This is an optimization exercise on Yosys and OpenROAD, whose aim is small area, a short achievable clock period and few clock cycles, not a production implementation. Only simulation tests tie the RTL to the original design; equivalence was not proved. Power figures rest on the tool's default switching activity, not on a simulated workload.

## cbor_item_head_parser_top
module cbor_item_head_parser_top (
   input  logic                           clock,
   input  logic                           reset,
   input  logic                           req_push,
   output logic                           req_full,
   input  logic [cihp_pkg::BYTE_W-1:0]    req_byte_in,
   input  logic                           req_final_byte,
   output logic                           rsp_empty,
   input  logic                           rsp_pop,
   output logic [1:0]                     rsp_kind,
   output logic [cihp_pkg::MAJOR_W-1:0]   rsp_major_type,
   output logic [cihp_pkg::VALUE_W-1:0]   rsp_head_value,
   output logic [cihp_pkg::BYTE_W-1:0]    rsp_payload_byte,
   output logic [1:0]                     rsp_error_code,
   output logic                           rsp_item_done,
   output logic                           rsp_run_end
);
   logic                         step;
   logic                         res_free, res_pend, res_new, res_done, res_two;
   logic [1:0]                   res_kind, res_ecode;
   logic [cihp_pkg::MAJOR_W-1:0] major;
   logic [cihp_pkg::VALUE_W-1:0] value;
   assign req_full = res_pend || !res_free;
   cihp_front u_front (
      .clock      (clock),
      .reset      (reset),
      .in_valid   (req_push),
      .byte_in    (req_byte_in),
      .final_byte (req_final_byte),
      .res_free   (res_free),
      .res_pend   (res_pend),
      .step       (step),
      .res_new    (res_new),
      .res_kind   (res_kind),
      .res_ecode  (res_ecode),
      .res_done   (res_done),
      .res_two    (res_two),
      .major      (major),
      .value      (value)
   );
   cihp_back u_back (
      .clock            (clock),
  ...
For scale: roughly 490 cells after synthesis, roughly 87 flip-flops, roughly 0.0051 mm2 of cells after synthesis.
clock: 4.0 ns
lec_check: 0
cap_margin: 20
core_margin: 2
core_utilization: 60
cts_buf_list: sky130_fd_sc_hd__clkbuf_8
setup_slack_margin: 1.75
slew_margin: 20
standard.sh (not shown) runs the stock make flow with config.mk's settings and CLKGATE_MAP_FILE= SYNTH_SCRIPT=/design/flow/synth_recipe.tcl, a recipe that flattens the netlist after the stock synthesis.
==> flow/flow/run.sh <==
#!/bin/bash
# The standard layout, with plain buf_1 cells as the port buffers instead of
# the default delay cells. Each tool's output is kept in flow_standard.log.
set -euo pipefail
bash standard.sh BUFFER_PORTS_ARGS="-buffer_cell sky130_fd_sc_hd__buf_1" finish > flow_standard.log 2>&1
The baseline went through all stages and came out clean.
Testbench counts at the start, summed over its fixed seeds: cycles 24,277.
Change:
--- a/flow/config.mk
+++ b/flow/config.mk
@@ -9,5 +9,5 @@
 export CORE_MARGIN = 2
-export CORE_UTILIZATION = 60
+export CORE_UTILIZATION = 65
 export CTS_BUF_LIST = sky130_fd_sc_hd__clkbuf_8
-export SETUP_SLACK_MARGIN = 1.75
+export SETUP_SLACK_MARGIN = 1.5
 export SLEW_MARGIN = 20
After rerunning: Die area fell by 7.4%. Worst setup slack is worse by 0.15 ns. Register-to-register slack is worse by 0.12 ns. Wire length goes down by 3.9%. Hold slack gets better by 0.029 ns. Total power decreases by 3.7%. First-iteration DRC count grows by 21%. Area after synthesis is unchanged. Non-clock buffer count went up by 1.

========
Another version of the RTL of cbor_item_head_parser_top (not shown whole).
For scale: roughly 580 cells after synthesis, ~84 flip-flops, roughly 96 I/O pins, ~0.0053 mm2 of cells after synthesis.
clock: 4.0 ns
lec_check: 0
cap_margin: 20
core_margin: 2
core_utilization: 65
cts_buf_list: sky130_fd_sc_hd__clkbuf_8
setup_slack_margin: 1.3
slew_margin: 20
Scripts as last shown in full above: flow/flow/run.sh
Testbench counts at the start, summed over its fixed seeds: cycles 24,277.
==> next run, changes <==
--- a/flow/config.mk
+++ b/flow/config.mk
@@ -10,4 +10,4 @@
 export CORE_UTILIZATION = 65
 export CTS_BUF_LIST = sky130_fd_sc_hd__clkbuf_8
-export SETUP_SLACK_MARGIN = 1.3
+export SETUP_SLACK_MARGIN = 1.8
 export SLEW_MARGIN = 20
Wire length is higher by 45%.
Power rose by 7.9%.
Area after synthesis is unchanged.
Global-route usage climbs by 3.8 points.

========
cbor_item_head_parser_top, a different RTL version from the one above (not shown whole).
For scale: roughly 520 cells after synthesis, about 88 flip-flops, roughly 96 I/O pins, about 0.0052 mm2 of cells after synthesis.
clock: 4.0 ns
lec_check: 0
cap_margin: 20
core_margin: 2
core_utilization: 60
cts_buf_list: sky130_fd_sc_hd__clkbuf_8
place_density: 0.85
setup_slack_margin: 1.75
slew_margin: 20
Scripts as last shown in full above: flow/flow/run.sh
Testbench counts at the start, summed over its fixed seeds: cycles 24,277.
Next try:
PLACE_DENSITY = 0.75   (was 0.85)
SETUP_SLACK_MARGIN = 1.65   (was 1.75)
Power shrinks by about 2.8%; non-clock buffer count fell by 4; design area went down by 0.73%; utilization fell by 0.51 points.
Next try:
CTS_BUF_LIST = sky130_fd_sc_hd__clkbuf_16   (was sky130_fd_sc_hd__clkbuf_8)
CTS_CLUSTER_SIZE = 30   (was unset)
SETUP_SLACK_MARGIN = 1.75   (was 1.65)
What happened:
- clock skew hardly moves
- wire length went up by 0.90%
- clock power increases by 41%
Next try:
CTS_BUF_LIST = sky130_fd_sc_hd__clkbuf_8   (was sky130_fd_sc_hd__clkbuf_16)
CTS_CLUSTER_SIZE = unset   (was 30)
SETUP_SLACK_MARGIN = 1.82   (was 1.75)
=> The changed run passed the timing, design-rule and antenna checks. Clock skew stays flat. Routed wire length grows by 5.8%. Total power shrinks by 8.6%. Area after synthesis does not change. Die area does not change.

==> re-timing with driven ports <==
No port has a modelled driver above. Below, the same layouts with a new extraction and two added sets of constraints. Step 1 assumes that a clkbuf_16 drives the clock port and a buf_2 every other input. Step 2 adds t to the input delays and takes it off the output delays; t is the mean of the earliest and latest rising clock arrival at the registers after step 1. Input paths then give back, and output paths get back, about the clock's delay inside the block. Three values: no drivers, after step 1, after step 2; two values: the first two.
| run | t (ns) | slack for setup (ns) | hold slack, ns | latest minus earliest clock arrival (ns) |
|---|---|---|---|---|
| the first run of note 1 | 0.392 | 1.794 / 1.762 / 1.523 | 0.520 / 0.520 / 0.520 | 0.017 / 0.017 |
| the second run of note 1 | 0.396 | 1.649 / 1.652 / 1.262 | 0.549 / 0.549 / 0.549 | 0.010 / 0.010 |
| the first run of note 2 | 0.398 | 1.487 / 1.483 / 1.291 | 0.585 / 0.585 / 0.585 | 0.015 / 0.015 |
| the second run of note 2 | 0.403 | 1.506 / 1.471 / 1.570 | 0.529 / 0.529 / 0.529 | 0.010 / 0.010 |
| the first run of note 3 | 0.384 | 1.784 / 1.746 / 1.593 | 0.590 / 0.590 / 0.590 | 0.014 / 0.014 |
| the second run of note 3 | 0.386 | 1.767 / 1.734 / 1.466 | 0.620 / 0.620 / 0.620 | 0.008 / 0.008 |
| the third run of note 3 | 0.374 | 1.826 / 1.787 / 1.570 | 0.614 / 0.614 / 0.614 | 0.006 / 0.006 |
| the fourth run of note 3 | 0.390 | 1.815 / 1.781 / 1.588 | 0.616 / 0.616 / 0.616 | 0.006 / 0.007 |
After both steps every run listed still meets setup and hold. The setup slack of the second run of note 1, which loses most, moves by +0.003 ns with the drivers and by -0.387 ns with both steps.
